This design comes from an exercise in tuning for small area on the open sky130 flow, not from production work. Where RTL was checked, it was by simulation tests only, not by an equivalence proof against the original. For runs 1 and 4, only the layout was checked, not whether the RTL still works. No activity file was given, so power comes from the tool's default toggle rates.

==> flow/design.v <==
package sprite_pkg;
    localparam int unsigned COORD_W = 10;
    localparam int unsigned MAX_SPR = 16;
    localparam int unsigned MAX_AW  = 16;
    localparam logic [7:0] TRANSPARENT = 8'hFF;
    localparam logic [7:0] BG_COLOR    = 8'h00;
    typedef logic [$clog2(MAX_SPR)-1:0] spr_idx_t;
endpackage
module sprite_hit_unit (
    input  logic                           en,
    input  logic [sprite_pkg::COORD_W-1:0] nx_ptr,    
    input  logic [sprite_pkg::COORD_W-1:0] ny_ptr,    
    input  logic [sprite_pkg::COORD_W-1:0] spr_x,
    input  logic [sprite_pkg::COORD_W-1:0] spr_y,
    input  logic [sprite_pkg::COORD_W-1:0] spr_w,
    input  logic [sprite_pkg::COORD_W-1:0] spr_h,
    output logic                           hit,
    output logic [sprite_pkg::COORD_W-1:0] ndx,       
    output logic [sprite_pkg::COORD_W-1:0] ndy        
);
    localparam int unsigned CW = sprite_pkg::COORD_W;
    logic [CW:0] cx, cy;    
    logic [CW:0] kx, ky;    
    always_comb begin
        cx[0] = 1'b0;
        cy[0] = 1'b0;
        kx[0] = 1'b0;
        ky[0] = 1'b0;
        for (int i = 0; i < CW; i++) begin
            ndx[i]  = nx_ptr[i] ^ spr_x[i] ^ cx[i];
            ndy[i]  = ny_ptr[i] ^ spr_y[i] ^ cy[i];
            cx[i+1] = (nx_ptr[i] & spr_x[i]) | (nx_ptr[i] & cx[i]) | (spr_x[i] & cx[i]);
            cy[i+1] = (ny_ptr[i] & spr_y[i]) | (ny_ptr[i] & cy[i]) | (spr_y[i] & cy[i]);
            kx[i+1] = (ndx[i] & spr_w[i]) | (ndx[i] & kx[i]) | (spr_w[i] & kx[i]);
            ky[i+1] = (ndy[i] & spr_h[i]) | (ndy[i] & ky[i]) | (spr_h[i] & ky[i]);
        end
    end
    assign hit = en & !cx[CW] & !cy[CW] & kx[CW] & ky[CW];
endmodule
module sprite_sel_mux (
    input  logic [7:0] sel,
    input  logic       hold,
    input  logic [7:0] d,
    input  logic       q,
    output logic       y
);
    logic [2:0] n;    
    sprite_aoi222 u_a (.a1(sel[0]), .a2(d[0]), .b1(sel[1]), .b2(d[1]), .c1(sel[2]), .c2(d[2]), .y(n[0]));
    sprite_aoi222 u_b (.a1(sel[3]), .a2(d[3]), .b1(sel[4]), .b2(d[4]), .c1(sel[5]), .c2(d[5]), .y(n[1]));
    sprite_aoi222 u_c (.a1(sel[6]), .a2(d[6]), .b1(sel[7]), .b2(d[7]), .c1(hold),   .c2(q),    .y(n[2]));
    assign y = !(&n);
endmodule
module sprite_aoi222 (
    input  logic a1, a2, b1, b2, c1, c2,
    output logic y
);
    assign y = !((a1 & a2) | (b1 & b2) | (c1 & c2));
endmodule
module sprite_compositor
#(
    parameter int unsigned N_SPR   = 8,
    parameter int unsigned ADDR_W  = 13,
    parameter int unsigned ROM_LAT = 1
) (
    input  logic                       clk_vga,
    input  logic                       rst_n,
    input  logic [sprite_pkg::COORD_W-1:0]         x_ptr,
    input  logic [sprite_pkg::COORD_W-1:0]         y_ptr,
    input  logic                       pix_valid,
    input  logic                       frame_start,
    output logic [ADDR_W-1:0]          rom_addr,
    input  logic [7:0]                 rom_data,
    output logic [7:0]                 RGB,
    output logic                       rgb_valid,
    input  logic [N_SPR-1:0]           spr_en,
    input  logic [N_SPR*sprite_pkg::COORD_W-1:0]   spr_x,
    input  logic [N_SPR*sprite_pkg::COORD_W-1:0]   spr_y,
    input  logic [N_SPR*sprite_pkg::COORD_W-1:0]   spr_w,
    input  logic [N_SPR*sprite_pkg::COORD_W-1:0]   spr_h,
    input  logic [N_SPR*ADDR_W-1:0]    spr_base,
    output logic [N_SPR-1:0]           collide
);
    localparam int unsigned CW = sprite_pkg::COORD_W;
    logic [N_SPR-1:0]  box;      
    logic [CW-1:0]     ndx [N_SPR];
    logic [CW-1:0]     ndy [N_SPR];
    logic [CW-1:0]     nx_ptr, ny_ptr;
    assign nx_ptr = ~x_ptr;
    assign ny_ptr = ~y_ptr;
    for (genvar i = 0; i < N_SPR; i++) begin : g_slot
        sprite_hit_unit u_hit (
            .en    (spr_en[i]),
            .nx_ptr(nx_ptr),
            .ny_ptr(ny_ptr),
            .spr_x (spr_x[i*CW +: CW]),
            .spr_y (spr_y[i*CW +: CW]),
            .spr_w (spr_w[i*CW +: CW]),
            .spr_h (spr_h[i*CW +: CW]),
            .hit   (box[i]),
            .ndx   (ndx[i]),
            .ndy   (ndy[i])
        );
    end
    logic [N_SPR-1:0] hit;
    logic             any_hit;
    logic [N_SPR-1:0] sel;       
    logic             hold;      
    assign hit     = box & {N_SPR{pix_valid}};
    assign any_hit = |hit;
    assign hold    = !any_hit;
    always_comb begin
        for (int i = 0; i < N_SPR; i++) begin
            sel[i] = hit[i];
            for (int j = 0; j < i; j++) sel[i] = sel[i] & !hit[j];
        end
    end
    logic [CW-1:0]     dx_q, dy_q, w_q;
    logic [ADDR_W-1:0] base_q;
    logic [CW-1:0]     dx_d, dy_d, w_d;
    logic [ADDR_W-1:0] base_d;
    localparam int unsigned OW = 3 * CW + ADDR_W;
    logic [N_SPR*OW-1:0] op_all;
    for (genvar i = 0; i < N_SPR; i++) begin : g_op
        assign op_all[i*OW +: OW] = {~ndx[i], ~ndy[i], spr_w[i*CW +: CW],
                                     spr_base[i*ADDR_W +: ADDR_W]};
    end
    logic [OW-1:0] op_q, op_d;
    assign op_q = {dx_q, dy_q, w_q, base_q};
    assign {dx_d, dy_d, w_d, base_d} = op_d;
    for (genvar b = 0; b < OW; b++) begin : g_mux
        logic [N_SPR-1:0] d;
        for (genvar i = 0; i < N_SPR; i++) begin : g_in
            assign d[i] = op_all[i*OW + b];
        end
        sprite_sel_mux u_mux (
            .sel  (sel),
            .hold (hold),
            .d    (d),
            .q    (op_q[b]),
            .y    (op_d[b])
        );
    end
    logic [N_SPR-2:0]  m1_q, m2_q;
    logic              any1_q, any2_q, v1_q, v2_q, fs1_q, fs2_q;
    always_ff @(posedge clk_vga or negedge rst_n) begin
        if (!rst_n) begin
            dx_q   <= '0;
            dy_q   <= '0;
            w_q    <= '0;
            base_q <= '0;
            m1_q   <= '0;
            m2_q   <= '0;
            any1_q <= 1'b0;
            any2_q <= 1'b0;
            v1_q   <= 1'b0;
            v2_q   <= 1'b0;
            fs1_q  <= 1'b0;
            fs2_q  <= 1'b0;
        end else begin
            dx_q   <= dx_d;
            dy_q   <= dy_d;
            w_q    <= w_d;
            base_q <= base_d;
            m1_q   <= hit[0] ? hit[N_SPR-1:1] : '0;
            m2_q   <= m1_q;
            any1_q <= any_hit;
            any2_q <= any1_q;
            v1_q   <= pix_valid;
            v2_q   <= v1_q;
            fs1_q  <= frame_start;
            fs2_q  <= fs1_q;
        end
    end
    sprite_addr_tree u_addr (
        .dx   (dx_q),
        .dy   (dy_q),
        .w    (w_q),
        .base (base_q),
        .addr (rom_addr)
    );
    logic             opaque;
    logic [N_SPR-2:0] coll_bits;
    logic [N_SPR-2:0] acc_q;
    assign opaque    = rom_data != sprite_pkg::TRANSPARENT;
    assign coll_bits = opaque ? m2_q : '0;
    assign collide[0] = 1'b0;
    always_ff @(posedge clk_vga or negedge rst_n) begin
        if (!rst_n) begin
            RGB              <= 8'h00;
            rgb_valid        <= 1'b0;
            acc_q            <= '0;
            collide[N_SPR-1:1] <= '0;
        end else begin
            rgb_valid <= v2_q;
            RGB       <= (any2_q && opaque) ? rom_data : sprite_pkg::BG_COLOR;
            if (fs2_q) begin
                collide[N_SPR-1:1] <= acc_q;
                acc_q              <= coll_bits;
            end else begin
                acc_q <= acc_q | coll_bits;
            end
        end
    end
endmodule
module sprite_addr_tree (
    input  logic [9:0]  dx,
    input  logic [9:0]  dy,
    input  logic [9:0]  w,
    input  logic [12:0] base,
    output logic [12:0] addr
);
    logic [9:0] pp [10];
    always_comb begin
        for (int j = 0; j < 10; j++) pp[j] = dy & {10{w[j]}};
    end
    logic t2, t3, t4, t6, t7, t8, t9, t10, t12, t13, t14, t15;
    logic t16, t17, t18, t20, t21, t22, t23, t24, t25, t26, t27, t28;
    logic t30, t31, t32, t33, t34, t35, t36, t37, t38, t39, t40, t42;
    logic t43, t44, t45, t46, t47, t48, t49, t50, t51, t52, t53, t54;
    logic t56, t57, t58, t59, t60, t61, t62, t63, t64, t65, t66, t67;
    logic t68, t69, t70, t72, t73, t74, t75, t76, t77, t78, t79, t80;
    logic t81, t82, t83, t84, t85, t86, t87, t88, t90, t91, t92, t93;
    logic t94, t95, t96, t97, t98, t99, t100, t101, t102, t103, t104, t105;
    logic t106, t107, t108, t110, t111, t112, t113, t114, t115, t116, t117, t118;
    logic t119, t120, t121, t122, t123, t124, t125, t126, t127, t128, t130, t131;
    logic t132, t133, t134, t135, t136, t137, t138, t139, t140, t141, t142, t143;
    logic t144, t145, t146, t148, t149, t150, t151, t152, t153, t154, t155, t156;
    logic t157, t158, t159, t160, t161, t162, t163;
    assign addr[0] = base[0] ^ dx[0] ^ pp[0][0];
    assign t2 = (base[0] & dx[0]) | (base[0] & pp[0][0]) | (dx[0] & pp[0][0]);
    assign t3 = base[1] ^ dx[1] ^ pp[0][1];
    assign t4 = (base[1] & dx[1]) | (base[1] & pp[0][1]) | (dx[1] & pp[0][1]);
    assign addr[1] = pp[1][0] ^ t2 ^ t3;
    assign t6 = (pp[1][0] & t2) | (pp[1][0] & t3) | (t2 & t3);
    assign t7 = base[2] ^ dx[2] ^ pp[0][2];
    assign t8 = (base[2] & dx[2]) | (base[2] & pp[0][2]) | (dx[2] & pp[0][2]);
    assign t9 = pp[1][1] ^ pp[2][0] ^ t4;
    assign t10 = (pp[1][1] & pp[2][0]) | (pp[1][1] & t4) | (pp[2][0] & t4);
    assign addr[2] = t7 ^ t6 ^ t9;
    assign t12 = (t7 & t6) | (t7 & t9) | (t6 & t9);
    assign t13 = base[3] ^ dx[3] ^ pp[0][3];
    assign t14 = (base[3] & dx[3]) | (base[3] & pp[0][3]) | (dx[3] & pp[0][3]);
    assign t15 = pp[1][2] ^ pp[2][1] ^ pp[3][0];
    assign t16 = (pp[1][2] & pp[2][1]) | (pp[1][2] & pp[3][0]) | (pp[2][1] & pp[3][0]);
    assign t17 = t8 ^ t15 ^ t13;
    assign t18 = (t8 & t15) | (t8 & t13) | (t15 & t13);
    assign addr[3] = t10 ^ t17 ^ t12;
    assign t20 = (t10 & t17) | (t10 & t12) | (t17 & t12);
    assign t21 = base[4] ^ dx[4] ^ pp[0][4];
    assign t22 = (base[4] & dx[4]) | (base[4] & pp[0][4]) | (dx[4] & pp[0][4]);
    assign t23 = pp[1][3] ^ pp[2][2] ^ pp[3][1];
    assign t24 = (pp[1][3] & pp[2][2]) | (pp[1][3] & pp[3][1]) | (pp[2][2] & pp[3][1]);
    assign t25 = pp[4][0] ^ t14 ^ t16;
    assign t26 = (pp[4][0] & t14) | (pp[4][0] & t16) | (t14 & t16);
    assign t27 = t23 ^ t21 ^ t18;
    assign t28 = (t23 & t21) | (t23 & t18) | (t21 & t18);
    assign addr[4] = t25 ^ t27 ^ t20;
    assign t30 = (t25 & t27) | (t25 & t20) | (t27 & t20);
    assign t31 = base[5] ^ dx[5] ^ pp[0][5];
    assign t32 = (base[5] & dx[5]) | (base[5] & pp[0][5]) | (dx[5] & pp[0][5]);
    assign t33 = pp[1][4] ^ pp[2][3] ^ pp[3][2];
    assign t34 = (pp[1][4] & pp[2][3]) | (pp[1][4] & pp[3][2]) | (pp[2][3] & pp[3][2]);
    assign t35 = pp[4][1] ^ pp[5][0] ^ t22;
    assign t36 = (pp[4][1] & pp[5][0]) | (pp[4][1] & t22) | (pp[5][0] & t22);
    assign t37 = t24 ^ t33 ^ t31;
    assign t38 = (t24 & t33) | (t24 & t31) | (t33 & t31);
    assign t39 = t26 ^ t35 ^ t37;
    assign t40 = (t26 & t35) | (t26 & t37) | (t35 & t37);
    assign addr[5] = t28 ^ t39 ^ t30;
    assign t42 = (t28 & t39) | (t28 & t30) | (t39 & t30);
    assign t43 = base[6] ^ dx[6] ^ pp[0][6];
    assign t44 = (base[6] & dx[6]) | (base[6] & pp[0][6]) | (dx[6] & pp[0][6]);
    assign t45 = pp[1][5] ^ pp[2][4] ^ pp[3][3];
    assign t46 = (pp[1][5] & pp[2][4]) | (pp[1][5] & pp[3][3]) | (pp[2][4] & pp[3][3]);
    assign t47 = pp[4][2] ^ pp[5][1] ^ pp[6][0];
    assign t48 = (pp[4][2] & pp[5][1]) | (pp[4][2] & pp[6][0]) | (pp[5][1] & pp[6][0]);
    assign t49 = t32 ^ t34 ^ t47;
    assign t50 = (t32 & t34) | (t32 & t47) | (t34 & t47);
    assign t51 = t45 ^ t43 ^ t36;
    assign t52 = (t45 & t43) | (t45 & t36) | (t43 & t36);
    assign t53 = t38 ^ t49 ^ t51;
    assign t54 = (t38 & t49) | (t38 & t51) | (t49 & t51);
    assign addr[6] = t40 ^ t53 ^ t42;
    assign t56 = (t40 & t53) | (t40 & t42) | (t53 & t42);
    assign t57 = base[7] ^ dx[7] ^ pp[0][7];
    assign t58 = (base[7] & dx[7]) | (base[7] & pp[0][7]) | (dx[7] & pp[0][7]);
    assign t59 = pp[1][6] ^ pp[2][5] ^ pp[3][4];
    assign t60 = (pp[1][6] & pp[2][5]) | (pp[1][6] & pp[3][4]) | (pp[2][5] & pp[3][4]);
    assign t61 = pp[4][3] ^ pp[5][2] ^ pp[6][1];
    assign t62 = (pp[4][3] & pp[5][2]) | (pp[4][3] & pp[6][1]) | (pp[5][2] & pp[6][1]);
    assign t63 = pp[7][0] ^ t44 ^ t46;
    assign t64 = (pp[7][0] & t44) | (pp[7][0] & t46) | (t44 & t46);
    assign t65 = t48 ^ t61 ^ t59;
    assign t66 = (t48 & t61) | (t48 & t59) | (t61 & t59);
    assign t67 = t57 ^ t50 ^ t63;
    assign t68 = (t57 & t50) | (t57 & t63) | (t50 & t63);
    assign t69 = t65 ^ t52 ^ t67;
    assign t70 = (t65 & t52) | (t65 & t67) | (t52 & t67);
    assign addr[7] = t54 ^ t69 ^ t56;
    assign t72 = (t54 & t69) | (t54 & t56) | (t69 & t56);
    assign t73 = base[8] ^ dx[8] ^ pp[0][8];
    assign t74 = (base[8] & dx[8]) | (base[8] & pp[0][8]) | (dx[8] & pp[0][8]);
    assign t75 = pp[1][7] ^ pp[2][6] ^ pp[3][5];
    assign t76 = (pp[1][7] & pp[2][6]) | (pp[1][7] & pp[3][5]) | (pp[2][6] & pp[3][5]);
    assign t77 = pp[4][4] ^ pp[5][3] ^ pp[6][2];
    assign t78 = (pp[4][4] & pp[5][3]) | (pp[4][4] & pp[6][2]) | (pp[5][3] & pp[6][2]);
    assign t79 = pp[7][1] ^ pp[8][0] ^ t58;
    assign t80 = (pp[7][1] & pp[8][0]) | (pp[7][1] & t58) | (pp[8][0] & t58);
    assign t81 = t60 ^ t62 ^ t77;
    assign t82 = (t60 & t62) | (t60 & t77) | (t62 & t77);
    assign t83 = t75 ^ t73 ^ t64;
    assign t84 = (t75 & t73) | (t75 & t64) | (t73 & t64);
    assign t85 = t66 ^ t79 ^ t81;
    assign t86 = (t66 & t79) | (t66 & t81) | (t79 & t81);
    assign t87 = t83 ^ t68 ^ t85;
    assign t88 = (t83 & t68) | (t83 & t85) | (t68 & t85);
    assign addr[8] = t70 ^ t87 ^ t72;
    assign t90 = (t70 & t87) | (t70 & t72) | (t87 & t72);
    assign t91 = base[9] ^ dx[9] ^ pp[0][9];
    assign t92 = (base[9] & dx[9]) | (base[9] & pp[0][9]) | (dx[9] & pp[0][9]);
    assign t93 = pp[1][8] ^ pp[2][7] ^ pp[3][6];
    assign t94 = (pp[1][8] & pp[2][7]) | (pp[1][8] & pp[3][6]) | (pp[2][7] & pp[3][6]);
    assign t95 = pp[4][5] ^ pp[5][4] ^ pp[6][3];
    assign t96 = (pp[4][5] & pp[5][4]) | (pp[4][5] & pp[6][3]) | (pp[5][4] & pp[6][3]);
    assign t97 = pp[7][2] ^ pp[8][1] ^ pp[9][0];
    assign t98 = (pp[7][2] & pp[8][1]) | (pp[7][2] & pp[9][0]) | (pp[8][1] & pp[9][0]);
    assign t99 = t74 ^ t76 ^ t78;
    assign t100 = (t74 & t76) | (t74 & t78) | (t76 & t78);
    assign t101 = t97 ^ t95 ^ t93;
    assign t102 = (t97 & t95) | (t97 & t93) | (t95 & t93);
    assign t103 = t91 ^ t80 ^ t82;
    assign t104 = (t91 & t80) | (t91 & t82) | (t80 & t82);
    assign t105 = t99 ^ t101 ^ t84;
    assign t106 = (t99 & t101) | (t99 & t84) | (t101 & t84);
    assign t107 = t103 ^ t86 ^ t105;
    assign t108 = (t103 & t86) | (t103 & t105) | (t86 & t105);
    assign addr[9] = t88 ^ t107 ^ t90;
    assign t110 = (t88 & t107) | (t88 & t90) | (t107 & t90);
    assign t111 = base[10] ^ pp[1][9] ^ pp[2][8];
    assign t112 = (base[10] & pp[1][9]) | (base[10] & pp[2][8]) | (pp[1][9] & pp[2][8]);
    assign t113 = pp[3][7] ^ pp[4][6] ^ pp[5][5];
    assign t114 = (pp[3][7] & pp[4][6]) | (pp[3][7] & pp[5][5]) | (pp[4][6] & pp[5][5]);
    assign t115 = pp[6][4] ^ pp[7][3] ^ pp[8][2];
    assign t116 = (pp[6][4] & pp[7][3]) | (pp[6][4] & pp[8][2]) | (pp[7][3] & pp[8][2]);
    assign t117 = pp[9][1] ^ t92 ^ t94;
    assign t118 = (pp[9][1] & t92) | (pp[9][1] & t94) | (t92 & t94);
    assign t119 = t96 ^ t98 ^ t115;
    assign t120 = (t96 & t98) | (t96 & t115) | (t98 & t115);
    assign t121 = t113 ^ t111 ^ t100;
    assign t122 = (t113 & t111) | (t113 & t100) | (t111 & t100);
    assign t123 = t102 ^ t117 ^ t119;
    assign t124 = (t102 & t117) | (t102 & t119) | (t117 & t119);
    assign t125 = t104 ^ t121 ^ t123;
    assign t126 = (t104 & t121) | (t104 & t123) | (t121 & t123);
    assign t127 = t106 ^ t125 ^ t108;
    assign t128 = (t106 & t125) | (t106 & t108) | (t125 & t108);
    assign addr[10] = t127 ^ t110;
    assign t130 = t127 & t110;
    assign t131 = base[11] ^ pp[2][9] ^ pp[3][8];
    assign t132 = (base[11] & pp[2][9]) | (base[11] & pp[3][8]) | (pp[2][9] & pp[3][8]);
    assign t133 = pp[4][7] ^ pp[5][6] ^ pp[6][5];
    assign t134 = (pp[4][7] & pp[5][6]) | (pp[4][7] & pp[6][5]) | (pp[5][6] & pp[6][5]);
    assign t135 = pp[7][4] ^ pp[8][3] ^ pp[9][2];
    assign t136 = (pp[7][4] & pp[8][3]) | (pp[7][4] & pp[9][2]) | (pp[8][3] & pp[9][2]);
    assign t137 = t112 ^ t114 ^ t116;
    assign t138 = (t112 & t114) | (t112 & t116) | (t114 & t116);
    assign t139 = t135 ^ t133 ^ t131;
    assign t140 = (t135 & t133) | (t135 & t131) | (t133 & t131);
    assign t141 = t118 ^ t120 ^ t137;
    assign t142 = (t118 & t120) | (t118 & t137) | (t120 & t137);
    assign t143 = t139 ^ t122 ^ t141;
    assign t144 = (t139 & t122) | (t139 & t141) | (t122 & t141);
    assign t145 = t124 ^ t126 ^ t143;
    assign t146 = (t124 & t126) | (t124 & t143) | (t126 & t143);
    assign addr[11] = t145 ^ t128 ^ t130;
    assign t148 = (t145 & t128) | (t145 & t130) | (t128 & t130);
    assign t149 = base[12] ^ pp[3][9];
    assign t150 = pp[4][8] ^ pp[5][7];
    assign t151 = pp[6][6] ^ pp[7][5];
    assign t152 = pp[8][4] ^ pp[9][3];
    assign t153 = t152 ^ t151;
    assign t154 = t150 ^ t149;
    assign t155 = t154 ^ t153;
    assign t156 = t132 ^ t134;
    assign t157 = t136 ^ t155;
    assign t158 = t156 ^ t157;
    assign t159 = t138 ^ t140;
    assign t160 = t158 ^ t159;
    assign t161 = t160 ^ t142;
    assign t162 = t161 ^ t144;
    assign t163 = t162 ^ t146;
    assign addr[12] = t163 ^ t148;
endmodule
==> flow/flow/run.sh <==
#!/bin/bash
# Own flow: the standard layout (standard.sh) with two changes:
#  - Yosys's synth skips its early "abc -fast" pass (SYNTH_ARGS=-noabc), so the
#    full-adder extraction sees the adders as written; the final ABC mapping is unchanged.
#  - every input and output port still gets a buffer, but a small one (buf_1).
# Each tool's output goes to a log file in this folder.
set -euo pipefail
bash standard.sh \
    SYNTH_ARGS=-noabc \
    "BUFFER_PORTS_ARGS=-buffer_cell sky130_fd_sc_hd__buf_1" \
    finish > standard_flow.log 2>&1
==> flow/standard.sh <==
#!/bin/bash
# synth_recipe.tcl (not shown) runs the flow's synth.tcl, then flattens the netlist and writes it again
# the make line also repeats each setting of config.mk as NAME=value (left out here)
make -C /OpenROAD-flow-scripts/flow DESIGN_CONFIG=/design/flow/config.mk WORK_HOME=/design/flow/orfs CLKGATE_MAP_FILE= SYNTH_SCRIPT=/design/flow/synth_recipe.tcl "${@:-finish}"
==> flow/config.mk <==
export PLATFORM = sky130hd
export DESIGN_NAME = sprite_compositor
export DESIGN_NICKNAME = sprite_compositor
export VERILOG_FILES = /design/flow/design.v
export SDC_FILE = /design/flow/constraint.sdc
export NUM_CORES = 4
export LEC_CHECK = 0
export CAP_MARGIN = 20
export CORE_MARGIN = 2
export CORE_UTILIZATION = 40
export GPL_TIMING_DRIVEN = 0
export SLEW_MARGIN = 20
export SYNTH_HIERARCHICAL = 1
export SYNTH_MINIMUM_KEEP_SIZE = 0
==> flow/constraint.sdc <==
create_clock -name core_clock -period 11.0 [get_ports {clk_vga}]
set_input_delay 2.2000 -clock core_clock [delete_from_list [all_inputs] [get_ports {clk_vga}]]
set_output_delay 2.2000 -clock core_clock [all_outputs]
set_load 0.01 [all_outputs]
==> results of run 1 <==
## kinds of logic after synthesis
| logic type | after synthesis | synth area share [%] |
|---|---|---|
| xor gates and xnor gates | 15 | 1.23 |
| and+or+nand+nor | 227 | 10.6 |
| DFF | 86 | 18.2 |
| buffers and inverters | 187 | 6.03 |
| other | 1 | 0.0317 |
| muxes | 7 | 0.666 |
| adders and majority gates | 234 | 38.5 |
| AOI/OAI and AO/OA | 346 | 24.8 |
## Yosys stat by module (local to each module, per instance)
module             flip-flops and latches  cells  times used
sprite_compositor                      86    323           1
sprite_addr_tree                        0    168           1
sprite_hit_unit                         0     55           8
sprite_aoi222                           0      1         129
sprite_sel_mux                          0      1          43
## worst max-delay path, stage by stage, from the launching register on
cell     delay [ns]
dfrtp_1        0.61
and2_1         0.21
fa_1           0.44
fa_1           0.48
fa_1           0.46
fa_1           0.44
fa_1           0.46
fa_1           0.45
fa_1           0.43
fa_1           0.44
fa_1           0.43
fa_1           0.41
ha_1           0.23
fa_1           0.42
xnor2_1        0.19
xnor2_1        0.15
xnor2_1        0.15
xnor3_1        0.41
buf_1          0.16
## cells in the mapped netlist (2+ instances only)
cell	n	area share (%)
o31ai_1	8	0.51
nor4b_1	9	0.67
nor3_1	8	0.34
nand3_1	43	1.8
a211oi_1	24	1.5
a22oi_1	32	2.0
xnor2_1	12	0.89
and3_1	10	0.53
o22ai_1	40	2.1
and2_2	9	0.57
dfrtp_1	86	18
fa_1	217	37
nand2_1	24	0.76
mux2_2	7	0.67
inv_1	183	5.8
o311ai_0	8	0.59
xor2_1	2	0.15
a21oi_1	8	0.34
nor2_1	43	1.4
ha_1	17	1.8
o211ai_1	24	1.5
and3_2	5	0.32
and2_1	66	3.5
a222oi_1	145	12
nand4_1	2	0.11
o21ai_0	24	1.0
a221oi_2	8	1.0
a22o_1	23	1.7
## where the power goes
group | internal (uW) | switching, uW
Clock | 161 | 147
Combinational | 1230 | 1500
Sequential | 392 | 157
Total | 1780 | 1800
## layout make-up
class | instances | area share (%)
well taps | 384 | 3.24
diodes | 16 | 0.270
multi-input cells | 830 | 60.7
flip-flops and latches | 86 | 14.5
repair buffers | 513 | 14.5
clock inverters | 7 | 0.497
plain buffers | 4 | 0.185
inverters | 183 | 4.63
clock buffers | 9 | 1.52
## final timing paths
| path | to | slack [ns] |
|---|---|---|
| hold / removal | v2_q | 0.35 |
| setup / recovery | rom_addr[12] | 1.46 |
| setup reg to reg | dy_q[3] | 9.63 |
| min in group asynchronous | RGB[0] | 1.86 |
| max in group asynchronous | dy_q[0] | 8.31 |
| hold reg to reg | v2_q | 0.35 |
## routing by layer
metal / vias up / wire length [um]
li1: 5312 / -
met1: 6013 / 19500
met2: 675 / 25100
met3: 83 / 4590
met4: 8 / 1370
met5: - / 50
## state kept, by name, indices dropped and copies added (netlist names), 7 cells and up
register / flops
RGB: 8
acc_q: 7
base_q: 13
collide: 7
dx_q: 10
dy_q: 10
m1_q: 7
m2_q: 7
w_q: 10
## per-stage QoR
step | setup WS, ns | hold WS [ns] | setup TNS, ns
CTS | 1.37 | 0.352 | 0
global placement | -5.33 | 0.333 | -218.50
detailed placement | 1.04 | 0.337 | 0
finish | 1.46 | 0.350 | 0
floorplan | 0.232 | 0.331 | 0
global route | 1.16 | 0.360 | 0
==> flow_summary.ini, run 1 <==
[global_routing]
grtUsageTotal_pct = 32.3
use_met1_pct = 40.7
grt_max_degree = 38
grt.met3_usage_pct = 7.64
busiest_layer = met2
grt_pass1_vias = 12500
grt_pass1_wl_mm = 74.1
antenna_found_initial = 16
grt_util_met2_pct = 55.1
grt_overflow = 0

[floorplanning]
die_h_um = 176
ios = 494
coreArea_sq_mm = 0.0289
die_w_um = 176
die-area_sq_mm = 0.0310
initial_core_util_pct = 40.9
rows = 62

[power_and_ir_drop]
peakVddDrop_mv = 0.232
p_leak_uw = 0.00631
cellPowerDensity_mw_per_mm2 = 241
finalPower_uw = 3580

[clock_network]
hold_buffers = 0
cts_tree = built
clkSinkCount = 86
cts_resized = 0
clock_path_buffers = 2
numCtsBuffers = 9
h-tree-depth = 3
post-cts-setup-buffers = 0
clock_latency_ns = 0.35
path_clk_slew_ns = 0.07
cts-root-buf = clkbuf_16

[cells_and_area]
drive_above_1_share_pct = 5.15
nNetsFinal = 2325
register_area_sq_mm = 0.00215
syn_to_final_growth_pct = 25.4
final_cells = 2032
n_fill_cell = 2805
mostFrequentLayoutCell = buf_1
layout.cells.most_common_list = 491 x buf_1, 217 x fa_1, 183 x inv_1
multi_input_area_sq_mm = 0.00901
final_area_sq_mm = 0.0148
final_core_util_pct = 51.3

[critical_path]
required_ns = 8.80
crit_arrival_ns = 7.34
critPathMaxFanout = 11
cp-start-kind = flop
worstSetupPathType = flop to output pin
end_kind = output pin
rr_worst_depth = 2
critPathLaunch = dy_q[1]
reg2reg_from = dy_q[3]

[detailed_routing]
ant_nets = 0
drt_iter0_drc = 1725
vias = 12100
wirelength_mm = 50.7
first_pass_iters = 13
drc = 0
post_drt_wl_per_cell_um = 24.9
routed_via_density = 5.95

[yosys]
syn_avg_cell_area_sq_um = 10.7
synth_fp_nets = 1801
async_flop_share_pct = 100
synth_warnings = 12
ys_seq_area_share_pct = 18.2
synth-edff-count = 0
ys.flop_type = dfrtp_1
synth-seq-cells = 86
ys_types = 44
syn-cell-area_sq_mm = 0.0118
synth_cells = 1103

[placement]
gp_congestion = 0.948
place.port_buffers = 492
placed_cells = 1999
placed_area_sq_mm = 0.0145
dp_hpwl_mm = 44.2

[timing]
final.period_utilization_pct = 86.7
finalMaxSlewViolations = 0
tightest_slew_ns = 1.05
finClkSkew_ns = 0.00866
final-hold-violation-count = 0
min_period_ns = 9.54
rsz0062_at_grt = no
fmax_ghz = 0.105
setup_viol = 0
relSlewSlack_pct = 29.6

[status]
status = timing/DRC/antenna clean

[min_path]
min_path_cells = 0
hold_path_class = flop to flop
hp-start = v1_q

[run]
drv_cap = 0
==> run 2: changes to the inputs <==
--- a/flow/design.v
+++ b/flow/design.v
@@ -21,20 +21,22 @@
     localparam int unsigned CW = sprite_pkg::COORD_W;
     logic [CW:0] cx, cy;    
     logic [CW:0] kx, ky;    
+    assign cx[0] = 1'b0;
+    assign cy[0] = 1'b0;
     always_comb begin
-        cx[0] = 1'b0;
-        cy[0] = 1'b0;
-        kx[0] = 1'b0;
-        ky[0] = 1'b0;
         for (int i = 0; i < CW; i++) begin
             ndx[i]  = nx_ptr[i] ^ spr_x[i] ^ cx[i];
             ndy[i]  = ny_ptr[i] ^ spr_y[i] ^ cy[i];
             cx[i+1] = (nx_ptr[i] & spr_x[i]) | (nx_ptr[i] & cx[i]) | (spr_x[i] & cx[i]);
             cy[i+1] = (ny_ptr[i] & spr_y[i]) | (ny_ptr[i] & cy[i]) | (spr_y[i] & cy[i]);
-            kx[i+1] = (ndx[i] & spr_w[i]) | (ndx[i] & kx[i]) | (spr_w[i] & kx[i]);
-            ky[i+1] = (ndy[i] & spr_h[i]) | (ndy[i] & ky[i]) | (spr_h[i] & ky[i]);
         end
     end
+    assign kx[1] = ndx[0] & spr_w[0];
+    assign ky[1] = ndy[0] & spr_h[0];
+    for (genvar i = 1; i < CW; i++) begin : g_cmp
+        sprite_maj3 u_kx (.a(ndx[i]), .b(spr_w[i]), .c(kx[i]), .y(kx[i+1]));
+        sprite_maj3 u_ky (.a(ndy[i]), .b(spr_h[i]), .c(ky[i]), .y(ky[i+1]));
+    end
     assign hit = en & !cx[CW] & !cy[CW] & kx[CW] & ky[CW];
 endmodule
 module sprite_sel_mux (
@@ -56,6 +58,12 @@
 );
     assign y = !((a1 & a2) | (b1 & b2) | (c1 & c2));
 endmodule
+module sprite_maj3 (
+    input  logic a, b, c,
+    output logic y
+);
+    assign y = (a & b) | (a & c) | (b & c);
+endmodule
 module sprite_compositor
 #(
     parameter int unsigned N_SPR   = 8,
@@ -114,19 +122,19 @@
             for (int j = 0; j < i; j++) sel[i] = sel[i] & !hit[j];
         end
     end
-    logic [CW-1:0]     dx_q, dy_q, w_q;
+    logic [CW-1:0]     ndx_q, ndy_q, w_q;
     logic [ADDR_W-1:0] base_q;
-    logic [CW-1:0]     dx_d, dy_d, w_d;
+    logic [CW-1:0]     ndx_d, ndy_d, w_d;
     logic [ADDR_W-1:0] base_d;
     localparam int unsigned OW = 3 * CW + ADDR_W;
     logic [N_SPR*OW-1:0] op_all;
     for (genvar i = 0; i < N_SPR; i++) begin : g_op
-        assign op_all[i*OW +: OW] = {~ndx[i], ~ndy[i], spr_w[i*CW +: CW],
+        assign op_all[i*OW +: OW] = {ndx[i], ndy[i], spr_w[i*CW +: CW],
                                      spr_base[i*ADDR_W +: ADDR_W]};
     end
     logic [OW-1:0] op_q, op_d;
-    assign op_q = {dx_q, dy_q, w_q, base_q};
-    assign {dx_d, dy_d, w_d, base_d} = op_d;
+    assign op_q = {ndx_q, ndy_q, w_q, base_q};
+    assign {ndx_d, ndy_d, w_d, base_d} = op_d;
     for (genvar b = 0; b < OW; b++) begin : g_mux
         logic [N_SPR-1:0] d;
         for (genvar i = 0; i < N_SPR; i++) begin : g_in
@@ -144,12 +152,9 @@
     logic              any1_q, any2_q, v1_q, v2_q, fs1_q, fs2_q;
     always_ff @(posedge clk_vga or negedge rst_n) begin
         if (!rst_n) begin
-            dx_q   <= '0;
-            dy_q   <= '0;
+            ndx_q  <= '1;            
             w_q    <= '0;
             base_q <= '0;
-            m1_q   <= '0;
-            m2_q   <= '0;
             any1_q <= 1'b0;
             any2_q <= 1'b0;
             v1_q   <= 1'b0;
@@ -157,12 +162,9 @@
             fs1_q  <= 1'b0;
             fs2_q  <= 1'b0;
         end else begin
-            dx_q   <= dx_d;
-            dy_q   <= dy_d;
+            ndx_q  <= ndx_d;
             w_q    <= w_d;
             base_q <= base_d;
-            m1_q   <= hit[0] ? hit[N_SPR-1:1] : '0;
-            m2_q   <= m1_q;
             any1_q <= any_hit;
             any2_q <= any1_q;
             v1_q   <= pix_valid;
@@ -171,9 +173,14 @@
             fs2_q  <= fs1_q;
         end
     end
+    always_ff @(posedge clk_vga) begin
+        ndy_q <= ndy_d;
+        m1_q  <= hit[0] ? hit[N_SPR-1:1] : '0;
+        m2_q  <= m1_q;
+    end
     sprite_addr_tree u_addr (
-        .dx   (dx_q),
-        .dy   (dy_q),
+        .ndx  (ndx_q),
+        .ndy  (ndy_q),
         .w    (w_q),
         .base (base_q),
         .addr (rom_addr)
@@ -182,7 +189,7 @@
     logic [N_SPR-2:0] coll_bits;
     logic [N_SPR-2:0] acc_q;
     assign opaque    = rom_data != sprite_pkg::TRANSPARENT;
-    assign coll_bits = opaque ? m2_q : '0;
+    assign coll_bits = (opaque && any2_q) ? m2_q : '0;
     assign collide[0] = 1'b0;
     always_ff @(posedge clk_vga or negedge rst_n) begin
         if (!rst_n) begin
@@ -203,15 +210,17 @@
     end
 endmodule
 module sprite_addr_tree (
-    input  logic [9:0]  dx,
-    input  logic [9:0]  dy,
+    input  logic [9:0]  ndx,
+    input  logic [9:0]  ndy,
     input  logic [9:0]  w,
     input  logic [12:0] base,
     output logic [12:0] addr
 );
+    logic [9:0] dx;
     logic [9:0] pp [10];
+    assign dx = ~ndx;
     always_comb begin
-        for (int j = 0; j < 10; j++) pp[j] = dy & {10{w[j]}};
+        for (int j = 0; j < 10; j++) pp[j] = ~ndy & {10{w[j]}};
     end
     logic t2, t3, t4, t6, t7, t8, t9, t10, t12, t13, t14, t15;
     logic t16, t17, t18, t20, t21, t22, t23, t24, t25, t26, t27, t28;
==> run 2 against run 1 <==
Register-to-register slack better by 0.09 ns. Highest routed layer unchanged. Still clean. Flip-flop and latch count did not move. Via count down 15%. Total power rose by 74%. Routed wire length decreased by 9.0%. Non-clock buffer count shrank 1. Largest cell class unchanged.
==> flow_summary.ini, run 2 <==
[power_and_ir_drop]
p_leak_uw = 0.00540
peakVddDrop_mv = 0.630
cellPowerDensity_mw_per_mm2 = 440
finalPower_uw = 6240

[yosys]
syn-cell-area_sq_mm = 0.0112
synth_cells = 869
synth_area_leaders = fa_1 39%, maj3_2 14%, dfrtp_1 12%, a222oi_1 12%, dfxtp_1 4.3%
ys.flop_type = dfrtp_1
synth_warnings = 12
synth-seq-cells = 86
synth_common_cells = 217 x fa_1, 144 x maj3_2, 129 x a222oi_1
synth_fp_nets = 1567
synth-edff-count = 0
synth_top_cell_area_share_pct = 38.8
post-synth-top-count-cell = fa_1
ys_seq_area_share_pct = 18.3
yosysTopAreaCell = fa_1
syn_avg_cell_area_sq_um = 12.9
ys_types = 38
async_flop_share_pct = 72.1

[detailed_routing]
drc = 0
routed_via_density = 5.69
drt_iter0_drc = 1026
first_pass_iters = 10
vias = 10200
wirelength_mm = 46.1
post_drt_wl_per_cell_um = 25.7
ant_nets = 0

[cells_and_area]
n_fill_cell = 2651
final_area_sq_mm = 0.0142
final_core_util_pct = 51.4
drive_above_1_share_pct = 15.3
layout.cells.most_common_list = 491 x buf_1, 217 x fa_1, 144 x maj3_2
nNetsFinal = 2090
mostFrequentLayoutCell = buf_1
largest_register_ffs = 13
top_register = base_q
syn_to_final_growth_pct = 26.9

[clock_network]
cts_tree = built
clock_path_buffers = 2
clock_latency_ns = 0.36
hold_buffers = 0
post-cts-setup-buffers = 0
numCtsBuffers = 9
clkSinkCount = 86
cts-root-buf = clkbuf_16
path_clk_slew_ns = 0.08
cts_resized = 0
h-tree-depth = 3

[timing]
finClkSkew_ns = 0.0113
final.period_utilization_pct = 88.0
min_period_ns = 9.67
setup_viol = 0
rsz0062_at_grt = no
tightest_slew_ns = 0.622
finalMaxSlewViolations = 0
fmax_ghz = 0.103
final-hold-violation-count = 0
relSlewSlack_pct = 58.5

[critical_path]
cp-start-kind = flop
critPathSlowestCell = dfrtp_1
r2r_setup_slack_ns = 9.72
required_ns = 8.80
crit_chain = nand2b_1, fa_1, inv_1, fa_1, fa_1, fa_1, fa_1, fa_1, fa_1, fa_1, fa_1, fa_1, ha_1, fa_1, xnor2_1, xnor2_1, xnor2_1, xnor3_1, buf_1
end_kind = output pin
crit_arrival_ns = 7.47
critPathMaxStageDelay_ns = 0.74
critPathMaxFanout = 11
rr_worst_depth = 2
cp_common_cell = fa_1
worstSetupPathType = flop to output pin

[floorplanning]
ios = 494
die-area_sq_mm = 0.0293
rows = 61
coreArea_sq_mm = 0.0276
die_w_um = 171
initial_core_util_pct = 40.5
die_h_um = 171

[min_path]
min_path_cells = 0
hold_path_class = flop to flop

[placement]
gp_congestion = 0.958
place.port_buffers = 492
placed_area_sq_mm = 0.0138
dp_hpwl_mm = 40.8

[status]
status = timing/DRC/antenna clean

[global_routing]
grt_pass1_wl_mm = 66.2
grtUsageTotal_pct = 31.4
grt_max_degree = 29
antenna_found_initial = 22
grt_overflow = 0
grt_pass1_vias = 11100

[run]
drv_cap = 0
## run 2: cell count changes after synthesis, moves of 32 or more
cell	before	now
a22oi_1	32	0
and2_1	66	27
dfrtp_1	86	52
inv_1	183	53
maj3_2	0	144
nor2_1	43	11
nor2b_1	0	58
o22ai_1	40	0
## run 2: where the power goes
part	switching (uW)	total, uW	internal, uW
Combinational	2830	5350	2520
Sequential	167	577	410
Clock	157	318	161
## run 2: stage by stage
stage / setup WS, ns / hold WS [ns] / setup TNS [ns] / std cells
after floorplan: 0.501 / 0.310 / 0 / 869
after global placement: -4.16 / 0.312 / -160.69 / 1739
after detailed placement: 1.67 / 0.314 / 0 / 1759
after CTS: 1.26 / 0.333 / 0 / 1775
after global routing: 0.923 / 0.335 / 0 / 1789
final: 1.33 / 0.331 / 0 / 1797
## run 2: logic make-up (layout without fill, tap and decap cells)
kind of cell,Yosys count,after routing,synth area share (%)
compound gates,139,139,12.4
xor+xnor,15,15,1.30
simple gates,186,186,10.1
mux,7,7,0.705
fa+ha+maj,378,378,55.2
other cells,1,23,0.0335
flops,86,86,18.3
buf+inv,57,585,2.02
## run 2: layer usage
layer | track usage [%] | wire length, um | part of all wire, % | vias up
met5 | 0 | 42 | 0.091 | -
met4 | 17.7 | 2550 | 5.5 | 6
met3 | 6.47 | 3430 | 7.4 | 107
met2 | 57.2 | 24400 | 53 | 536
met1 | 33.9 | 15700 | 34 | 5135
li1 | - | - | - | 4446
## run 2: path summary, 6_finish.rpt
kind / startpoint / endpoint
worst max-delay path: w_q[0] / rom_addr[12]
worst min-delay path: m1_q[1] / m2_q[1]
worst max register to register: w_q[0] / w_q[0]
worst min register to register: m1_q[1] / m2_q[1]
max in group asynchronous: rst_n / ndx_q[5]
min in group asynchronous: rst_n / RGB[0]
## run 2: cell type report
cell class | instances | area, sq um | share of cell area, %
diodes | 22 | 55.1 | 0.388
flip-flops and latches | 86 | 2040 | 14.4
clock inverters | 7 | 72.6 | 0.511
clock buffers | 9 | 225 | 1.59
repair buffers | 512 | 2150 | 15.1
inverters | 53 | 199 | 1.40
multi-input cells | 726 | 8960 | 63.1
well taps | 378 | 473 | 3.33
plain buffers | 4 | 27.5 | 0.194
## run 2: critical path, delay by kind of cell (launching register included)
| kind | cells | cell delay [ns] |
|---|---|---|
| simple gates | 1 | 0.14 |
| xor+xnor | 4 | 0.97 |
| flops | 1 | 0.74 |
| fa+ha+maj | 12 | 5.05 |
| buf+inv | 2 | 0.20 |
## run 2: per-module statistics from Yosys, one instance, submodules excluded
| module | cells | copies in the design | area, sq um | flip-flops and latches |
|---|---|---|---|---|
| sprite_addr_tree | 198 | 1 | 2240 | 0 |
| sprite_aoi222 | 1 | 129 | 10.0 | 0 |
| sprite_compositor | 163 | 1 | 2540 | 86 |
| sprite_hit_unit | 24 | 8 | 410 | 0 |
| sprite_maj3 | 1 | 144 | 11.3 | 0 |
| sprite_sel_mux | 1 | 43 | 5.00 | 0 |
==> run 3: changes to the inputs <==
==> flow/flow/run.sh (replaced) <==
#!/bin/bash
# Own flow: the standard layout (standard.sh), with these changes:
#  - Yosys's synth skips its early "abc -fast" pass (SYNTH_ARGS=-noabc), so the
#    full-adder extraction sees the adders as written; the final ABC mapping is unchanged.
#  - after synthesis every combinational cell is set to its smallest drive strength
#    (downsize.py); the repair steps of the layout upsize where timing or slew needs it.
#  - every input and output port still gets a buffer, but a small one (buf_1).
#  - clock tree: small clock buffers and no dummy loads.
# Each tool's output goes to a log file in this folder.
set -euo pipefail
RES=orfs/results/sky130hd/sprite_compositor/base
LIB=$FLOW_HOME/platforms/sky130hd/lib/sky130_fd_sc_hd__tt_025C_1v80.lib
ARGS=(
    SYNTH_ARGS=-noabc
    "BUFFER_PORTS_ARGS=-buffer_cell sky130_fd_sc_hd__buf_1"
    "CTS_ARGS=-sink_clustering_enable -repair_clock_nets -dont_use_dummy_load -buf_list sky130_fd_sc_hd__clkbuf_8"
)
bash standard.sh "${ARGS[@]}" synth > flow_synth.log 2>&1
cp $RES/1_2_yosys.v flow_1_2_yosys_orig.v
python3 flow/downsize.py $LIB $RES/1_2_yosys.v > flow_downsize.log 2>&1
rm -f $RES/1_synth.odb $RES/1_synth.sdc
bash standard.sh "${ARGS[@]}" finish > flow_finish.log 2>&1
==> flow/flow/downsize.py (new file) <==
#!/usr/bin/env python3
"""Replace each combinational cell in a Yosys netlist with the smallest-area cell of the
same function (same name but the drive-strength suffix), e.g. maj3_2 -> maj3_1.
Flip-flops are left as they are. The layout's repair steps upsize again where timing
or slew needs it. Usage: downsize.py LIBERTY NETLIST (rewritten in place)."""
import re
import sys

lib_path, net_path = sys.argv[1], sys.argv[2]
lib = open(lib_path).read()
areas = {m.group(1): float(m.group(2)) for m in re.finditer(
    r'cell \("(sky130_fd_sc_hd__\w+)"\)\s*\{.*?area\s*:\s*([\d.]+)', lib, re.S)}
dont_use = set(sys.argv[3:])

def family(c):
    return re.sub(r'_\d+$', '', c)

smallest = {}
for c, a in areas.items():
    if c in dont_use:
        continue
    f = family(c)
    if f not in smallest or a < areas[smallest[f]]:
        smallest[f] = c

net = open(net_path).read()
count = 0
def swap(m):
    global count
    c = m.group(2)
    f = family(c)
    if re.match(r'sky130_fd_sc_hd__(df|ed|sdf|dl|conb)', c) or f not in smallest:
        return m.group(0)
    s = smallest[f]
    if s != c and areas[s] < areas[c]:
        count += 1
        return m.group(1) + s + m.group(3)
    return m.group(0)

net = re.sub(r'^(\s*)(sky130_fd_sc_hd__\w+)(\s)', swap, net, flags=re.M)
open(net_path, 'w').write(net)
print(f"downsize: {count} cells replaced")
--- a/flow/config.mk
+++ b/flow/config.mk
@@ -7,7 +7,7 @@
 export LEC_CHECK = 0
 export CAP_MARGIN = 20
 export CORE_MARGIN = 2
-export CORE_UTILIZATION = 40
+export CORE_UTILIZATION = 60
 export GPL_TIMING_DRIVEN = 0
 export SLEW_MARGIN = 20
 export SYNTH_HIERARCHICAL = 1
==> run 3 against run 2 <==
Via count is 7.5% higher. Non-clock buffer count is 1 lower. Still clean on timing, DRC and antenna. First-iteration DRC count is 46% higher. Total power is 0.42% higher. Largest power group unchanged. Clock power is about 40% lower. Largest cell class unchanged. Hold slack better by 0.011 ns. Flip-flop and latch count stayed put. Count of clock-buffer cells in the layout stayed put.
==> flow_summary.ini, run 3 <==
[global_routing]
grt_pass1_wl_mm = 67.8
grt_util_met2_pct = 74.6
grt.met3_usage_pct = 14.1
busiest_layer = met2
grtUsageTotal_pct = 47.5
grt_pass1_vias = 11500
grt_max_degree = 31
use_met1_pct = 57.0
grt_overflow = 0
antenna_found_initial = 29

[clock_network]
clkSinkCount = 86
cts-root-buf = clkbuf_8
post-cts-setup-buffers = 0
h-tree-depth = 3
clock_latency_ns = 0.39
path_clk_slew_ns = 0.11
numCtsBuffers = 9
cts_resized = 0
hold_buffers = 0
clock_path_buffers = 2
cts_tree = built

[floorplanning]
ios = 494
initial_core_util_pct = 61.1
coreArea_sq_mm = 0.0180
die-area_sq_mm = 0.0194
die_h_um = 139
rows = 49
die_w_um = 139

[detailed_routing]
drc = 0
vias = 11000
wirelength_mm = 46.4
first_pass_iters = 14
post_drt_wl_per_cell_um = 28.2
ant_nets = 0
routed_via_density = 6.67
drt_iter0_drc = 1499

[critical_path]
required_ns = 8.80
critPathMaxStageDelay_ns = 0.64
critPathSlowestCell = dfrtp_1
cp-start-kind = flop
crit_arrival_ns = 7.38
crit_chain = nand2b_1, fa_1, inv_1, fa_1, fa_1, fa_1, fa_1, fa_1, fa_1, fa_1, fa_1, fa_1, ha_1, fa_1, xnor2_1, xnor2_1, xnor2_1, xnor3_1, buf_1
worstSetupPathType = flop to output pin
cp_common_cell = fa_1
critPathMaxFanout = 11
end_kind = output pin

[cells_and_area]
nNetsFinal = 2089
top_register = base_q
mostFrequentLayoutCell = buf_1
final_area_sq_mm = 0.0136
n_fill_cell = 1288
layout.cells.most_common_list = 494 x buf_1, 217 x fa_1, 144 x maj3_1
final_core_util_pct = 75.9
largest_register_ffs = 13
syn_to_final_growth_pct = 24.2
drive_above_1_share_pct = 3.96

[power_and_ir_drop]
cellPowerDensity_mw_per_mm2 = 460
p_leak_uw = 0.00514
peakVddDrop_mv = 1.38
finalPower_uw = 6270

[placement]
placed_area_sq_mm = 0.0134
place.port_buffers = 492
gp_congestion = 0.979
dp_hpwl_mm = 40.3

[timing]
relSlewSlack_pct = 30.0
finalMaxSlewViolations = 0
final.period_utilization_pct = 87.1
tightest_slew_ns = 1.05
whs_ns = 0.342
setup_tns_ns = 0
finClkSkew_ns = 0.0416
final-hold-violation-count = 0
fmax_ghz = 0.104
rsz0062_at_grt = no
setup_viol = 0
min_period_ns = 9.58

[yosys]
syn-cell-area_sq_mm = 0.0110
synth_cells = 869
syn_avg_cell_area_sq_um = 12.6
synth_warnings = 12
synth_fp_nets = 1567

[min_path]
hold_path_class = flop to flop

[status]
status = timing/DRC/antenna clean

[run]
drv_cap = 0
## run 3: cell types whose count changed in the layout (fill, tap and decap cells not counted), sizes merged
| cell | change |
|---|---|
| diode | +8 |
| inv | -5 |
| buf | -1 |
| clkinv | -1 |
| clkinvlp | -1 |
## run 3: path summary, 6_finish.rpt
check,from,to,slack [ns],cells after the start
max in group asynchronous,rst_n,ndx_q[3],8.62,2
worst max register to register,any2_q,RGB[1],9.70,3
min in group asynchronous,rst_n,base_q[12],1.80,1
worst min register to register,m1_q[2],m2_q[2],0.34,0
worst min-delay path,m1_q[2],m2_q[2],0.34,0
worst max-delay path,w_q[0],rom_addr[12],1.42,19
## run 3: worst max-delay path, delay by kind of cell, from the launching register on
kind | cells | cell delay [ns]
simple gates | 1 | 0.13
flops | 1 | 0.64
xor+xnor | 4 | 0.90
buf+inv | 2 | 0.22
fa+ha+maj | 12 | 5.11
## run 3: metrics by stage
step,setup slack [ns],cells
after global routing,1.16,1639
after global placement,-3.33,1590
after CTS,1.44,1618
after detailed placement,1.83,1609
after floorplan,0.423,869
final,1.42,1648
## run 3: cell type report
type / count / area [sq um] / share of cell area (%)
flip-flops and latches: 86 / 2040 / 15.0
clock buffers: 9 / 124 / 0.909
inverters: 53 / 199 / 1.46
plain buffers: 4 / 15.0 / 0.110
multi-input cells: 726 / 8750 / 64.2
repair buffers: 511 / 2130 / 15.7
well taps: 229 / 287 / 2.10
diodes: 30 / 75.1 / 0.551
## run 3: where the power goes
part / total, uW / leakage (uW) / internal, uW / switching, uW
clock network: 192 / 0.0000649 / 73.7 / 118
logic: 5510 / 0.00409 / 2550 / 2950
registers: 570 / 0.000979 / 410 / 160
## run 3: routing by layer
layer / vias to the layer above / wire (um)
li1: 4438 / -
met1: 5385 / 15800
met2: 939 / 22100
met3: 224 / 5060
met4: 10 / 3330
met5: - / 68
==> run 4: changes to the inputs <==
--- a/flow/design.v
+++ b/flow/design.v
@@ -39,19 +39,54 @@
     end
     assign hit = en & !cx[CW] & !cy[CW] & kx[CW] & ky[CW];
 endmodule
-module sprite_sel_mux (
+module sprite_mux8 (
+    input  logic [7:0] sel,
+    input  logic [7:0] d,
+    output logic       y
+);
+    logic [2:0] n;
+    sprite_aoi222 u_a (.a1(sel[0]), .a2(d[0]), .b1(sel[1]), .b2(d[1]), .c1(sel[2]), .c2(d[2]), .y(n[0]));
+    sprite_aoi222 u_b (.a1(sel[3]), .a2(d[3]), .b1(sel[4]), .b2(d[4]), .c1(sel[5]), .c2(d[5]), .y(n[1]));
+    sprite_aoi22  u_c (.a1(sel[6]), .a2(d[6]), .b1(sel[7]), .b2(d[7]), .y(n[2]));
+    assign y = !(&n);
+endmodule
+module sprite_mux8h (
     input  logic [7:0] sel,
     input  logic       hold,
     input  logic [7:0] d,
     input  logic       q,
     output logic       y
 );
-    logic [2:0] n;    
+    logic [2:0] n;
     sprite_aoi222 u_a (.a1(sel[0]), .a2(d[0]), .b1(sel[1]), .b2(d[1]), .c1(sel[2]), .c2(d[2]), .y(n[0]));
     sprite_aoi222 u_b (.a1(sel[3]), .a2(d[3]), .b1(sel[4]), .b2(d[4]), .c1(sel[5]), .c2(d[5]), .y(n[1]));
     sprite_aoi222 u_c (.a1(sel[6]), .a2(d[6]), .b1(sel[7]), .b2(d[7]), .c1(hold),   .c2(q),    .y(n[2]));
     assign y = !(&n);
 endmodule
+module sprite_mux8hn (
+    input  logic [7:0] sel,
+    input  logic       hold,
+    input  logic [7:0] d,
+    output logic       y
+);
+    logic [2:0] n;
+    sprite_aoi222 u_a (.a1(sel[0]), .a2(d[0]), .b1(sel[1]), .b2(d[1]), .c1(sel[2]), .c2(d[2]), .y(n[0]));
+    sprite_aoi222 u_b (.a1(sel[3]), .a2(d[3]), .b1(sel[4]), .b2(d[4]), .c1(sel[5]), .c2(d[5]), .y(n[1]));
+    sprite_aoi221 u_c (.a1(sel[6]), .a2(d[6]), .b1(sel[7]), .b2(d[7]), .c1(hold),   .y(n[2]));
+    assign y = &n;
+endmodule
+module sprite_aoi22 (
+    input  logic a1, a2, b1, b2,
+    output logic y
+);
+    assign y = !((a1 & a2) | (b1 & b2));
+endmodule
+module sprite_aoi221 (
+    input  logic a1, a2, b1, b2, c1,
+    output logic y
+);
+    assign y = !((a1 & a2) | (b1 & b2) | c1);
+endmodule
 module sprite_aoi222 (
     input  logic a1, a2, b1, b2, c1, c2,
     output logic y
@@ -122,37 +157,33 @@
             for (int j = 0; j < i; j++) sel[i] = sel[i] & !hit[j];
         end
     end
-    logic [CW-1:0]     ndx_q, ndy_q, w_q;
+    logic [CW-1:0]     dx_q, ndy_q, w_q;
     logic [ADDR_W-1:0] base_q;
-    logic [CW-1:0]     ndx_d, ndy_d, w_d;
+    logic [CW-1:0]     dx_d, ndy_d, w_d;
     logic [ADDR_W-1:0] base_d;
-    localparam int unsigned OW = 3 * CW + ADDR_W;
-    logic [N_SPR*OW-1:0] op_all;
-    for (genvar i = 0; i < N_SPR; i++) begin : g_op
-        assign op_all[i*OW +: OW] = {ndx[i], ndy[i], spr_w[i*CW +: CW],
-                                     spr_base[i*ADDR_W +: ADDR_W]};
-    end
-    logic [OW-1:0] op_q, op_d;
-    assign op_q = {ndx_q, ndy_q, w_q, base_q};
-    assign {ndx_d, ndy_d, w_d, base_d} = op_d;
-    for (genvar b = 0; b < OW; b++) begin : g_mux
-        logic [N_SPR-1:0] d;
+    for (genvar b = 0; b < CW; b++) begin : g_mux_c
+        logic [N_SPR-1:0] dxn, dyn, ww;
         for (genvar i = 0; i < N_SPR; i++) begin : g_in
-            assign d[i] = op_all[i*OW + b];
+            assign dxn[i] = ndx[i][b];
+            assign dyn[i] = ndy[i][b];
+            assign ww[i]  = spr_w[i*CW + b];
         end
-        sprite_sel_mux u_mux (
-            .sel  (sel),
-            .hold (hold),
-            .d    (d),
-            .q    (op_q[b]),
-            .y    (op_d[b])
-        );
+        sprite_mux8hn u_dx (.sel(sel), .hold(hold), .d(dxn), .y(dx_d[b]));
+        sprite_mux8   u_dy (.sel(sel), .d(dyn), .y(ndy_d[b]));
+        sprite_mux8   u_w  (.sel(sel), .d(ww),  .y(w_d[b]));
+    end
+    for (genvar b = 0; b < ADDR_W; b++) begin : g_mux_b
+        logic [N_SPR-1:0] bb;
+        for (genvar i = 0; i < N_SPR; i++) begin : g_in
+            assign bb[i] = spr_base[i*ADDR_W + b];
+        end
+        sprite_mux8h u_base (.sel(sel), .hold(hold), .d(bb), .q(rom_addr[b]), .y(base_d[b]));
     end
     logic [N_SPR-2:0]  m1_q, m2_q;
     logic              any1_q, any2_q, v1_q, v2_q, fs1_q, fs2_q;
     always_ff @(posedge clk_vga or negedge rst_n) begin
         if (!rst_n) begin
-            ndx_q  <= '1;            
+            dx_q   <= '0;
             w_q    <= '0;
             base_q <= '0;
             any1_q <= 1'b0;
@@ -162,7 +193,7 @@
             fs1_q  <= 1'b0;
             fs2_q  <= 1'b0;
         end else begin
-            ndx_q  <= ndx_d;
+            dx_q   <= dx_d;
             w_q    <= w_d;
             base_q <= base_d;
             any1_q <= any_hit;
@@ -179,7 +210,7 @@
         m2_q  <= m1_q;
     end
     sprite_addr_tree u_addr (
-        .ndx  (ndx_q),
+        .dx   (dx_q),
         .ndy  (ndy_q),
         .w    (w_q),
         .base (base_q),
@@ -210,15 +241,13 @@
     end
 endmodule
 module sprite_addr_tree (
-    input  logic [9:0]  ndx,
+    input  logic [9:0]  dx,
     input  logic [9:0]  ndy,
     input  logic [9:0]  w,
     input  logic [12:0] base,
     output logic [12:0] addr
 );
-    logic [9:0] dx;
     logic [9:0] pp [10];
-    assign dx = ~ndx;
     always_comb begin
         for (int j = 0; j < 10; j++) pp[j] = ~ndy & {10{w[j]}};
     end
--- a/flow/flow/run.sh
+++ b/flow/flow/run.sh
@@ -6,12 +6,14 @@
 #    (downsize.py); the repair steps of the layout upsize where timing or slew needs it.
 #  - every input and output port still gets a buffer, but a small one (buf_1).
 #  - clock tree: small clock buffers and no dummy loads.
+#  - after global routing, cells off the critical paths are downsized (RECOVER_POWER).
 # Each tool's output goes to a log file in this folder.
 set -euo pipefail
 RES=orfs/results/sky130hd/sprite_compositor/base
 LIB=$FLOW_HOME/platforms/sky130hd/lib/sky130_fd_sc_hd__tt_025C_1v80.lib
 ARGS=(
     SYNTH_ARGS=-noabc
+    RECOVER_POWER=100
     "BUFFER_PORTS_ARGS=-buffer_cell sky130_fd_sc_hd__buf_1"
     "CTS_ARGS=-sink_clustering_enable -repair_clock_nets -dont_use_dummy_load -buf_list sky130_fd_sc_hd__clkbuf_8"
 )
--- a/flow/config.mk
+++ b/flow/config.mk
@@ -5,10 +5,10 @@
 export SDC_FILE = /design/flow/constraint.sdc
 export NUM_CORES = 4
 export LEC_CHECK = 0
-export CAP_MARGIN = 20
+export CAP_MARGIN = 10
 export CORE_MARGIN = 2
-export CORE_UTILIZATION = 60
+export CORE_UTILIZATION = 45
 export GPL_TIMING_DRIVEN = 0
-export SLEW_MARGIN = 20
+export SLEW_MARGIN = 10
 export SYNTH_HIERARCHICAL = 1
 export SYNTH_MINIMUM_KEEP_SIZE = 0
==> run 4 against run 3 <==
The layout now fails its checks (max-capacitance violations, max-slew violations). Routed wire length fell by 10%. First-iteration DRC count fell by 14%. Sequential power fell by 26%. Die area rose by 30%. Count of clock-buffer cells in the layout did not move. Total power fell by 66%. Largest cell class unchanged. Hold slack got worse by 0.014 ns. Area after synthesis fell by 1.7%. Core utilization fell by 19 points.
==> flow_summary.ini, run 4 <==
[critical_path]
crit_buf_inv = 4
crit_chain = buf_1, inv_1, ha_1, fa_1, fa_1, fa_1, fa_1, fa_1, fa_1, fa_1, fa_1, fa_1, maj3_1, nand4b_1, nor2_1, o41ai_1, nand2_1, nor3_1, clkbuf_1, buf_4, a222oi_1, nand3_1
cp.depth = 22
crit_arrival_ns = 9.92
critPathSlowestCell = nor3_1
reg2reg_from = w_q[0]
cp-start-kind = primary input
rr_worst_depth = 19
end_kind = flop
crit_family = adder cells
critPathLaunch = y_ptr[0]
crit_end = base_q[11]
required_ns = 11.28
timing.rr.end = base_q[12]
cp_common_cell = fa_1
r2r_setup_slack_ns = 3.54
critPathMaxFanout = 12
worstSetupPathType = primary input to flop
critPathMaxStageDelay_ns = 1.09

[detailed_routing]
routed_via_density = 5.83
drt_iter0_drc = 1285
ant_nets = 0
post_drt_wl_per_cell_um = 24.7
drc = 0
wirelength_mm = 41.5
vias = 9801
first_pass_iters = 10

[power_and_ir_drop]
peakVddDrop_mv = 0.197
p_leak_uw = 0.00517
finalPower_uw = 2130
cellPowerDensity_mw_per_mm2 = 159

[placement]
place.port_buffers = 492
gp_congestion = 1.01
dp_hpwl_mm = 36.7

[yosys]
synth_fp_nets = 1537
syn_avg_cell_area_sq_um = 12.9
synth_warnings = 12
synth_cells = 839
syn-cell-area_sq_mm = 0.0108

[cells_and_area]
nNetsFinal = 2058
drive_above_1_share_pct = 2.72
layout.cells.most_common_list = 489 x buf_1, 217 x fa_1, 144 x maj3_1
top_register = base_q
n_fill_cell = 2172
syn_to_final_growth_pct = 24.4
final_core_util_pct = 57.2
largest_register_ffs = 13
mostFrequentLayoutCell = buf_1

[global_routing]
grt_pass1_wl_mm = 62.6
grt_overflow = 0
antenna_found_initial = 5
grt_pass1_vias = 10800
grtUsageTotal_pct = 33.1
grt_max_degree = 32

[clock_network]
cts_tree = built
h-tree-depth = 3
numCtsBuffers = 9
clock_path_buffers = 2
path_clk_slew_ns = 0.07
clkSinkCount = 86
cts-root-buf = clkbuf_8
clock_latency_ns = 0.36
cts_resized = 0
post-cts-setup-buffers = 0
hold_buffers = 0

[timing]
min_period_ns = 9.64
setup_tns_ns = 0
finClkSkew_ns = 0.0205
whs_ns = 0.328
relSlewSlack_pct = -26.8
finalMaxSlewViolations = 87
final-hold-violation-count = 0
setup_viol = 0
final.period_utilization_pct = 87.7
fmax_ghz = 0.104
tightest_slew_ns = 1.90
rsz0062_at_grt = no

[status]
violations = max-capacitance violations, max-slew violations
status = complete, but fails checks

[floorplanning]
die_w_um = 159
initial_core_util_pct = 46.0
ios = 494
coreArea_sq_mm = 0.0235
die-area_sq_mm = 0.0252
die_h_um = 159
rows = 56

[min_path]
min_path_cells = 0
hold_path_class = flop to flop

[run]
drv_cap = 3
-- run 4: how the worst min path moves through the flow --
stage | from | endpoint | slack, ns
after floorplan | m1_q[0] | m2_q[0] | 0.31
after global placement | m1_q[0] | m2_q[0] | 0.31
after detailed placement | m1_q[4] | m2_q[4] | 0.31
after CTS | m1_q[4] | m2_q[4] | 0.33
after global routing | m1_q[4] | m2_q[4] | 0.33
final | m1_q[4] | m2_q[4] | 0.33
-- run 4: power breakdown --
part	switching [uW]	internal (uW)	leakage (uW)
Sequential	49.5	372	0.00101
Clock	107	73.5	0.0000647
Combinational	809	721	0.00409
-- run 4: cell type report --
type                            count  area [sq um]  area share, %
Tap cell                          319           399           2.97
Timing Repair Buffer              510          2070           15.4
Inverter                           23          86.3          0.643
Buffer                              4          15.0          0.112
Sequential cell                    86          2030           15.1
Clock buffer                        9           124          0.923
Antenna cell                        5          12.5         0.0932
Multi-Input combinational cell    726          8680           64.7
-- run 4: worst reg2reg max path: stages, from the launching register on --
cell,delay (ns)
dfrtp_1,0.56
nor2b_1,0.21
fa_1,0.45
fa_1,0.43
fa_1,0.45
fa_1,0.43
fa_1,0.48
fa_1,0.44
fa_1,0.43
fa_1,0.44
fa_1,0.45
fa_1,0.41
ha_1,0.23
fa_1,0.45
xnor2_1,0.16
xnor2_1,0.19
xnor2_1,0.14
xnor3_1,0.49
a222oi_1,0.33
nand3_1,0.13
-- run 4: layer usage --
layer,vias up,track usage (%),wire length [um]
met3,82,7.63,3690
met1,4912,43.2,16700
met2,524,54.6,19800
met5,-,0,0
met4,0,10.8,1280
li1,4283,-,-
-- run 4: through the flow --
step                      worst slack, ns  cell area (sq um)  std cells
after floorplan                     0.346              10800        839
after global placement              -4.26              13000       1650
after detailed placement             1.77              13300       1668
after CTS                            1.38              13500       1677
after global routing                0.969              13400       1681
final                                1.36              13400       1682

[port drivers added, routing unchanged]
In the flow no input, the clock included, has a driving cell. The finished layouts below were timed again as built, in two steps. Step 1 (the two cells are an assumption about what drives the block):
set clk [get_ports {clk_vga}]
set_driving_cell -lib_cell sky130_fd_sc_hd__clkbuf_16 $clk
set_driving_cell -lib_cell sky130_fd_sc_hd__buf_2 [delete_from_list [all_inputs] $clk]
Step 2 times the ports against the registers' clock, not the clock port: input delays grow and output delays shrink by t, the midpoint of the rising clock arrivals with the driver on. Three values: ideal, step 1, step 2; two values: the first two.
run | t, ns | setup slack, ns | hold slack, ns | slew at the worst register clock pin (ns) | pins driven straight from the clock port
run 1 | 0.391 | 1.463 / 1.417 / 1.149 | 0.350 / 0.350 / 0.350 | 0.07 / 0.07 | 1
run 2 | 0.399 | 1.325 / 1.277 / 1.676 | 0.331 / 0.331 / 0.331 | 0.08 / 0.08 | 1
run 3 | 0.418 | 1.418 / 1.372 / 1.697 | 0.342 / 0.342 / 0.342 | 0.11 / 0.11 | 1
run 4 | 0.397 | 1.357 / 1.372 / 0.974 | 0.328 / 0.328 / 0.328 | 0.09 / 0.09 | 1
For run 4, which loses most, drivers alone change the setup slack by +0.015 ns; drivers and shift together by -0.383 ns.
